Background: an optimization exercise with open tools, aiming at small area. Do not read the settings as production practice.
At most, simulation tests tie the RTL to the original design; equivalence was not proved.
Power figures rest on the tool's default switching activity, not on a simulated workload.

==> job 1341 <==
// cov_stall_monitor
module cov_stall_monitor (
  input  logic         clock,
  input  logic         reset,
  input  logic         en,
  input  logic [119:0] cov,
  input  logic [3:0]   ch_mask,
  input  logic         done,
  input  logic         irq_ack,
  output logic         irq,
  output logic [4:0]   irq_cause,
  output logic [31:0]  stall_cnt_max
);
  logic        fired_q, drain_q;
  logic [4:0]  cause_q;
  logic [15:0] wdog_q;
  logic        step_q;
  logic        snz_q;    
  logic [5:0]  ge_q;
  logic [3:0]  top_q;
  logic [3:0]  stall, zero;
  logic [22:0] q [4];
  logic [9:0]  r [4];
  logic        ack_ok, clr, wd_hit, idle, hold_end;
  assign idle   = ~fired_q & ~drain_q;
  assign ack_ok = en & fired_q & irq_ack;
  assign clr    = done | ack_ok;
  assign wd_hit = (wdog_q & cov_mon_pkg::WDOG_LIMIT) == cov_mon_pkg::WDOG_LIMIT;
  assign hold_end = &wdog_q[3:0];
  for (genvar i = 0; i < 4; i++) begin : g_ch
    cov_stall_channel u_ch (
      .clock   (clock),
      .reset   (reset),
      .en      (en),
      .clr     (clr),
      .step_q  (step_q),
      .snz_q   (snz_q),
      .cov_i   (cov[i*30 +: 30]),
      .mask_i  (ch_mask[i]),
      .stall_i (stall[i]),
      .zero_o  (zero[i]),
      .q_o     (q[i]),
      .r_o     (r[i])
    );
  end
  logic [3:0] top, top_d;
  assign top = top_q;
  logic [22:0] q_m;
  logic [9:0]  r_m;
  always_comb begin
    q_m = '0;
    r_m = '0;
    for (int i = 0; i < 4; i++) begin
      q_m = q_m | ({23{top[i]}} & q[i]);
      r_m = r_m | ({10{top[i]}} & r[i]);
    end
  end
  logic [28:0] hi;
  ...
==> module cov_stall_channel, before the edit <==
module cov_stall_channel (
  input  logic        clock,
  input  logic        reset,
  input  logic        en,
  input  logic        clr,
  input  logic        step_q,      
  input  logic        snz_q,       
  input  logic [29:0] cov_i,
  input  logic        mask_i,
  output logic        stall_i,
  output logic        zero_o,      
  output logic [22:0] q_o,         
  output logic [9:0]  r_o
);
  logic [29:0] snap_q;
  logic [22:0] pq_q, cq;
  logic [9:0]  pr_q, cr;
  logic        zero_q;
  logic        chg, sat, wrap, inc;
  assign sat  = ((pq_q & cov_mon_pkg::Q_SAT) == cov_mon_pkg::Q_SAT) &&
                ((pr_q & cov_mon_pkg::R_SAT) == cov_mon_pkg::R_SAT);
  assign wrap = (pr_q & cov_mon_pkg::R_TOP) == cov_mon_pkg::R_TOP;
  assign inc  = step_q & ~sat;
  always_comb begin
    cq = pq_q;
    cr = pr_q;
    if (zero_q) begin
      cq = '0;
      cr = '0;
    end else if (inc) begin
      if (wrap) begin
        cr = '0;
        cq = pq_q + 1'b1;
      end else begin
        cr = pr_q + 1'b1;
      end
    end
  end
  assign chg = snz_q ? (|cov_i) : (cov_i != snap_q);
  always_ff @(posedge clock) begin
    if (clr | en) snap_q <= cov_i;
  end
  always_ff @(posedge clock) begin
    if (!reset) begin
      pq_q   <= '0;
      pr_q   <= '0;
      zero_q <= 1'b1;
    end else begin
      pq_q   <= cq;
      pr_q   <= cr;
      zero_q <= clr | (en & chg);
    end
  end
  logic gt;
  always_comb begin
    gt = inc & wrap;
    for (int i = 0; i < 11; i++)
      gt = (pq_q[i] & ~cov_i[19+i]) | (~(pq_q[i] ^ cov_i[19+i]) & gt);
  end
  assign stall_i = mask_i & ~zero_q & ((|pq_q[22:11]) | gt);
  assign zero_o  = zero_q;
  assign q_o     = pq_q;
  assign r_o     = pr_q;
endmodule
==> module cov_stall_monitor, before the edit <==
module cov_stall_monitor (
  input  logic         clock,
  input  logic         reset,
  input  logic         en,
  input  logic [119:0] cov,
  input  logic [3:0]   ch_mask,
  input  logic         done,
  input  logic         irq_ack,
  output logic         irq,
  output logic [4:0]   irq_cause,
  output logic [31:0]  stall_cnt_max
);
  logic        fired_q, drain_q;
  logic [4:0]  cause_q;
  logic [15:0] wdog_q;
  logic        step_q;
  logic        snz_q;    
  logic [5:0]  ge_q;
  logic [3:0]  top_q;
  logic [3:0]  stall, zero;
  logic [22:0] q [4];
  logic [9:0]  r [4];
  logic        ack_ok, clr, wd_hit, idle, hold_end;
  assign idle   = ~fired_q & ~drain_q;
  assign ack_ok = en & fired_q & irq_ack;
  assign clr    = done | ack_ok;
  assign wd_hit = (wdog_q & cov_mon_pkg::WDOG_LIMIT) == cov_mon_pkg::WDOG_LIMIT;
  assign hold_end = &wdog_q[3:0];
  for (genvar i = 0; i < 4; i++) begin : g_ch
    cov_stall_channel u_ch (
      .clock   (clock),
      .reset   (reset),
      .en      (en),
      .clr     (clr),
      .step_q  (step_q),
      .snz_q   (snz_q),
      .cov_i   (cov[i*30 +: 30]),
      .mask_i  (ch_mask[i]),
      .stall_i (stall[i]),
      .zero_o  (zero[i]),
      .q_o     (q[i]),
      .r_o     (r[i])
    );
  end
  logic [3:0] top, top_d;
  assign top = top_q;
  logic [22:0] q_m;
  logic [9:0]  r_m;
  always_comb begin
    q_m = '0;
    r_m = '0;
    for (int i = 0; i < 4; i++) begin
      q_m = q_m | ({23{top[i]}} & q[i]);
      r_m = r_m | ({10{top[i]}} & r[i]);
    end
  end
  logic [28:0] hi;
  assign hi = 29'({q_m, r_m[9:3]}) - 29'({q_m, 1'b0}) - 29'(q_m);
  logic [5:0] ge_d;
  assign ge_d[0] = zero[1] | (~zero[0] & ge_q[0]);
  assign ge_d[1] = zero[2] | (~zero[0] & ge_q[1]);
  assign ge_d[2] = zero[3] | (~zero[0] & ge_q[2]);
  assign ge_d[3] = zero[2] | (~zero[1] & ge_q[3]);
  assign ge_d[4] = zero[3] | (~zero[1] & ge_q[4]);
  assign ge_d[5] = zero[3] | (~zero[2] & ge_q[5]);
  assign top_d[0] =  ge_d[0] &  ge_d[1] &  ge_d[2];
  assign top_d[1] = ~ge_d[0] &  ge_d[3] &  ge_d[4];
  assign top_d[2] = ~ge_d[1] & ~ge_d[3] &  ge_d[5];
  assign top_d[3] = ~ge_d[2] & ~ge_d[4] & ~ge_d[5];
  always_ff @(posedge clock) begin
    if (!reset) begin
      fired_q <= 1'b0;
      drain_q <= 1'b0;
      cause_q <= '0;
      wdog_q  <= '0;
      step_q  <= 1'b0;
      snz_q   <= 1'b1;
      ge_q    <= '1;
      top_q   <= 4'b0001;
    end else begin
      step_q <= en;
      if (clr | en) snz_q <= 1'b0;
      ge_q   <= ge_d;
      top_q  <= top_d;
      if (clr) wdog_q <= '0;
      else if (en) begin
        if (drain_q) wdog_q <= hold_end ? 16'd0 : wdog_q + 1'b1;
        else if (!wd_hit) wdog_q <= wdog_q + 1'b1;
      end
      if (done) begin
        fired_q <= 1'b0;
        drain_q <= 1'b0;
        cause_q <= '0;
      end else if (en) begin
        if (idle) begin
          if ((|stall) || wd_hit) begin
            fired_q <= 1'b1;
            cause_q <= {wd_hit, stall};
          end
        end else if (fired_q) begin
          if (irq_ack) begin
            fired_q <= 1'b0;
            drain_q <= 1'b1;
          end
        end else begin
          if (hold_end) drain_q <= 1'b0;
        end
      end
    end
  end
  assign irq           = fired_q;
  assign irq_cause     = cause_q;
  assign stall_cnt_max = {hi, r_m[2:0]};
endmodule
==> flow/config.mk <==
export PLATFORM = sky130hd
export DESIGN_NAME = cov_stall_monitor
export DESIGN_NICKNAME = cov_stall_monitor
export VERILOG_FILES = /design/flow/design.v
export SDC_FILE = /design/flow/constraint.sdc
export NUM_CORES = 4
export LEC_CHECK = 0
export CAP_MARGIN = 20
export CORE_MARGIN = 2
export CORE_UTILIZATION = 60
export PLACE_DENSITY = 0.75
export SLEW_MARGIN = 20
==> flow/constraint.sdc <==
create_clock -name core_clock -period 8.5 [get_ports {clock}]
set_input_delay 1.7000 -clock core_clock [delete_from_list [all_inputs] [get_ports {clock}]]
set_output_delay 1.7000 -clock core_clock [all_outputs]
set_load 0.01 [all_outputs]
standard.sh (not shown) runs the stock make flow with config.mk's settings and CLKGATE_MAP_FILE= SYNTH_SCRIPT=/design/flow/synth_recipe.tcl, a recipe that flattens the netlist after the stock synthesis.
==> flow/flow/run.sh <==
#!/bin/bash
# Standard layout (the standard.sh) with these changes:
#  - synthesis maps the logic with an area-oriented ABC script (flow/area.abc) in place of
#    ORFS's speed script; everything else in the synthesis (registers included) is unchanged;
#  - no full/half-adder cell extraction before ABC (ABC maps the arithmetic);
#  - the port buffers are the smallest buffer cell;
#  - clock tree: small clock buffers in small clusters, no dummy loads.
# ORFS writes each step's full log under orfs/logs/; make's own output goes to standard_own.log.
set -euo pipefail
W=$PWD
cp config.mk config_own.mk
cat >> config_own.mk <<'EOC'
export ADDER_MAP_FILE =
export BUFFER_PORTS_ARGS = -buffer_cell sky130_fd_sc_hd__buf_1
export CTS_ARGS = -sink_clustering_enable -repair_clock_nets -dont_use_dummy_load -buf_list sky130_fd_sc_hd__clkbuf_8 -sink_clustering_size 20 -sink_clustering_max_diameter 60
EOC
{
  echo 'proc abc {args} {'
  echo '  set i [lsearch $args -script]'
  echo "  if {\$i >= 0} { set args [lreplace \$args \$i [expr {\$i + 1}] -script $W/flow/area.abc] }"
  echo '  yosys abc {*}$args'
  echo '}'
  cat synth_recipe.tcl
} > synth_own.tcl
sed -e "s#DESIGN_CONFIG=[^ ]*#DESIGN_CONFIG=$W/config_own.mk#" \
    -e "s#SYNTH_SCRIPT=[^ ]*#SYNTH_SCRIPT=$W/synth_own.tcl#" standard.sh > standard_own.sh
grep -q "config_own.mk" standard_own.sh
grep -q "synth_own.tcl" standard_own.sh
bash standard_own.sh > standard_own.log 2>&1
==> flow/flow/area.abc <==
strash
&get -n
&fraig -x
&put
scorr
dc2
strash
&get -n
&dch -f
&nf -a -R 1000
&put
==> job 7241: changes against job 1341 <==
--- a/flow/design.v
+++ b/flow/design.v
@@ -27,2 +27,3 @@
   logic        chg, sat, wrap, inc;
+  logic [11:0] cmp;
   assign sat  = ((pq_q & cov_mon_pkg::Q_SAT) == cov_mon_pkg::Q_SAT) &&
@@ -61,9 +62,4 @@
   end
-  logic gt;
-  always_comb begin
-    gt = inc & wrap;
-    for (int i = 0; i < 11; i++)
-      gt = (pq_q[i] & ~cov_i[19+i]) | (~(pq_q[i] ^ cov_i[19+i]) & gt);
-  end
-  assign stall_i = mask_i & ~zero_q & ((|pq_q[22:11]) | gt);
+  assign cmp     = {1'b0, pq_q[10:0]} + {1'b0, ~cov_i[29:19]} + {11'd0, inc & wrap};
+  assign stall_i = mask_i & ~zero_q & ((|pq_q[22:11]) | cmp[11]);
   assign zero_o  = zero_q;
@@ -90,3 +86,2 @@
   logic [5:0]  ge_q;
-  logic [3:0]  top_q;
   logic [3:0]  stall, zero;
@@ -116,4 +111,7 @@
   end
-  logic [3:0] top, top_d;
-  assign top = top_q;
+  logic [3:0] top;
+  assign top[0] =  ge_q[0] &  ge_q[1] &  ge_q[2];
+  assign top[1] = ~ge_q[0] &  ge_q[3] &  ge_q[4];
+  assign top[2] = ~ge_q[1] & ~ge_q[3] &  ge_q[5];
+  assign top[3] = ~ge_q[2] & ~ge_q[4] & ~ge_q[5];
   logic [22:0] q_m;
@@ -137,6 +135,2 @@
   assign ge_d[5] = zero[3] | (~zero[2] & ge_q[5]);
-  assign top_d[0] =  ge_d[0] &  ge_d[1] &  ge_d[2];
-  assign top_d[1] = ~ge_d[0] &  ge_d[3] &  ge_d[4];
-  assign top_d[2] = ~ge_d[1] & ~ge_d[3] &  ge_d[5];
-  assign top_d[3] = ~ge_d[2] & ~ge_d[4] & ~ge_d[5];
   always_ff @(posedge clock) begin
@@ -150,3 +144,2 @@
       ge_q    <= '1;
-      top_q   <= 4'b0001;
     end else begin
@@ -155,3 +148,2 @@
       ge_q   <= ge_d;
-      top_q  <= top_d;
       if (clr) wdog_q <= '0;
--- a/flow/flow/run.sh
+++ b/flow/flow/run.sh
@@ -4,3 +4,2 @@
 #    ORFS's speed script; everything else in the synthesis (registers included) is unchanged;
-#  - no full/half-adder cell extraction before ABC (ABC maps the arithmetic);
 #  - the port buffers are the smallest buffer cell;
@@ -12,5 +11,4 @@
 cat >> config_own.mk <<'EOC'
-export ADDER_MAP_FILE =
 export BUFFER_PORTS_ARGS = -buffer_cell sky130_fd_sc_hd__buf_1
-export CTS_ARGS = -sink_clustering_enable -repair_clock_nets -dont_use_dummy_load -buf_list sky130_fd_sc_hd__clkbuf_8 -sink_clustering_size 20 -sink_clustering_max_diameter 60
+export CTS_ARGS = -sink_clustering_enable -repair_clock_nets -dont_use_dummy_load -buf_list sky130_fd_sc_hd__clkbuf_16 -sink_clustering_size 32 -sink_clustering_max_diameter 80
 EOC
--- a/flow/config.mk
+++ b/flow/config.mk
@@ -9,4 +9,3 @@
 export CORE_MARGIN = 2
-export CORE_UTILIZATION = 60
-export PLACE_DENSITY = 0.75
+export CORE_UTILIZATION = 40
 export SLEW_MARGIN = 20
==> job 7538: changes against job 1341 <==
--- a/flow/design.v
+++ b/flow/design.v
@@ -90,3 +90,2 @@
   logic [5:0]  ge_q;
-  logic [3:0]  top_q;
   logic [3:0]  stall, zero;
@@ -116,4 +115,7 @@
   end
-  logic [3:0] top, top_d;
-  assign top = top_q;
+  logic [3:0] top;
+  assign top[0] =  ge_q[0] &  ge_q[1] &  ge_q[2];
+  assign top[1] = ~ge_q[0] &  ge_q[3] &  ge_q[4];
+  assign top[2] = ~ge_q[1] & ~ge_q[3] &  ge_q[5];
+  assign top[3] = ~ge_q[2] & ~ge_q[4] & ~ge_q[5];
   logic [22:0] q_m;
@@ -137,6 +139,2 @@
   assign ge_d[5] = zero[3] | (~zero[2] & ge_q[5]);
-  assign top_d[0] =  ge_d[0] &  ge_d[1] &  ge_d[2];
-  assign top_d[1] = ~ge_d[0] &  ge_d[3] &  ge_d[4];
-  assign top_d[2] = ~ge_d[1] & ~ge_d[3] &  ge_d[5];
-  assign top_d[3] = ~ge_d[2] & ~ge_d[4] & ~ge_d[5];
   always_ff @(posedge clock) begin
@@ -150,3 +148,2 @@
       ge_q    <= '1;
-      top_q   <= 4'b0001;
     end else begin
@@ -155,3 +152,2 @@
       ge_q   <= ge_d;
-      top_q  <= top_d;
       if (clr) wdog_q <= '0;
==> flow/flow/area.abc (replaced) <==
strash
&get -n
&fraig -x
&put
scorr
dc2
strash
&get -n
&dch -f
&nf -a -E 1000 -R 1000
&put
--- a/flow/config.mk
+++ b/flow/config.mk
@@ -9,4 +9,3 @@
 export CORE_MARGIN = 2
-export CORE_UTILIZATION = 60
-export PLACE_DENSITY = 0.75
+export CORE_UTILIZATION = 40
 export SLEW_MARGIN = 20
==> job 4314: changes against job 1341 <==
==> flow/flow/area.abc (replaced) <==
strash
&get -n
&fraig -x
&put
scorr
dc2
strash
&get -n
&dch -f
&nf -R 1000
&put
strash
&get -n
&dch -f
&nf -R 1000
&put
==> reports/qor.csv <==
stage,metric,value,unit
grt,met1 Resource Use GR,0.2933,
logic_synthesis,Post-Synthesis Cell Area,15300,um^2
logic_synthesis,Simple-Gate Fraction of Synth Area,0.1891,
logic_synthesis,"top cells by count, synth","167 x dfxtp_1, 148 x clkinv_1, 138 x a21oi_1",
placed_design,DP HPWL,34260,um
sta,Max-slew headroom,0.3611,
run_status,status,"complete, no violations",
logic_synthesis,"flops & latches, synth",287,
power_and_ir_drop,P_seq,1.53,mW
drt,final wirelength,43760,um
sta,final setup vio count,0,
layout,area of the multi-input gates,7871,um^2
power_and_ir_drop,logic gate share of total power,0.072,
clocking,Clock Tree Root,clkbuf_16,
layout,non-clock buffer count,183,
(the above is from job 7241)
==> reports/qor.csv <==
stage,metric,value,unit
logic_synthesis,top cell type's share of synthesized area,0.2522,
grt,met1 Resource Use GR,0.3951,
power_and_ir_drop,logic gate share of total power,0.073,
power_and_ir_drop,P_seq,1.54,mW
layout,non-clock buffer count,195,
sta,Max-slew headroom,0.2578,
drt,drt wl/cell,18.64,um
run_status,status,"complete, no violations",
drt,final wirelength,38500,um
placed_design,DP HPWL,29400,um
logic_synthesis,Post-Synthesis Cell Area,14290,um^2
clocking,Clock Tree Root,clkbuf_8,
logic_synthesis,"top cells by count, synth","171 x dfxtp_1, 136 x nor2_1, 127 x nand2_1",
logic_synthesis,Simple-Gate Fraction of Synth Area,0.2126,
sta,Final Max Tran Viols,0,
layout,CLK BUF,23,
sta,final setup vio count,0,
logic_synthesis,"flops & latches, synth",291,
(the above is from job 1341)
==> reports/qor.csv <==
stage,metric,value,unit
sta,final setup vio count,5,
placed_design,DP HPWL,31400,um
run_status,status,"complete, but fails checks",
sta,Final WS setup,-0.1568,ns
logic_synthesis,Post-Synthesis Cell Area,14200,um^2
clocking,Clock Tree Root,clkbuf_8,
layout,non-clock buffer count,249,
sta,Max-slew headroom,0.2244,
setup_path,CP Launch Type,register,
layout,area of the multi-input gates,6957,um^2
drt,final wirelength,42310,um
logic_synthesis,"flops & latches, synth",287,
run_status,Failing Checks,setup timing,
logic_synthesis,"top cells by count, synth","167 x dfxtp_1, 134 x clkinv_1, 130 x nor2_1",
grt,met1 Resource Use GR,0.3164,
logic_synthesis,Simple-Gate Fraction of Synth Area,0.2023,
(the above is from job 7538)
==> reports/qor.csv <==
stage,metric,value,unit
run_status,status,"complete, but fails checks",
clocking,Clock Tree Root,clkbuf_8,
logic_synthesis,Simple-Gate Fraction of Synth Area,0.2112,
sta,Final WS setup,-0.05545,ns
logic_synthesis,"top cells by count, synth","171 x dfxtp_1, 128 x nand2_1, 122 x nor2_1",
layout,non-clock buffer count,224,
grt,met1 Resource Use GR,0.4373,
layout,area of the multi-input gates,6848,um^2
drt,final wirelength,40290,um
sta,Max-slew headroom,0.3677,
power_and_ir_drop,logic gate share of total power,0.073,
run_status,Failing Checks,setup timing,
power_and_ir_drop,P_seq,1.54,mW
logic_synthesis,"flops & latches, synth",291,
sta,final setup vio count,4,
(the above is from job 4314)
The RTL of job 7538 was laid out without a check of its function.

-- afterwards: timing with drivers on the ports --
Ports are ideal in the flow. The routed layouts listed here were re-timed in OpenROAD. Step 1 sets driving cells, clkbuf_16 on the clock port and buf_2 on the other inputs (assumed; they add their load-dependent delay and slew). Step 2 moves the port delays by t, midway between the first and last clock arrival at a register: inputs arrive t later, outputs are due t later. That takes back most of the time a late clock gives input paths. a / b / c = no drivers / after step 1 / after step 2; a / b = the first two.
| run | t, ns | slack for setup (ns) | clock arrival spread, ns | worst data-port slew with drivers (ns) |
|---|---|---|---|---|
| job 1341 | 0.591 | 0.335 / 0.287 / 0.878 | 0.079 / 0.078 | 0.04 |
| job 7241 | 0.561 | 0.499 / 0.448 / 1.010 | 0.071 / 0.071 | 0.06 |
| job 7538 | 0.624 | -0.157 / -0.204 / 0.420 | 0.067 / 0.066 | 0.05 |
| job 4314 | 0.592 | -0.055 / -0.100 / 0.492 | 0.059 / 0.059 | 0.07 |
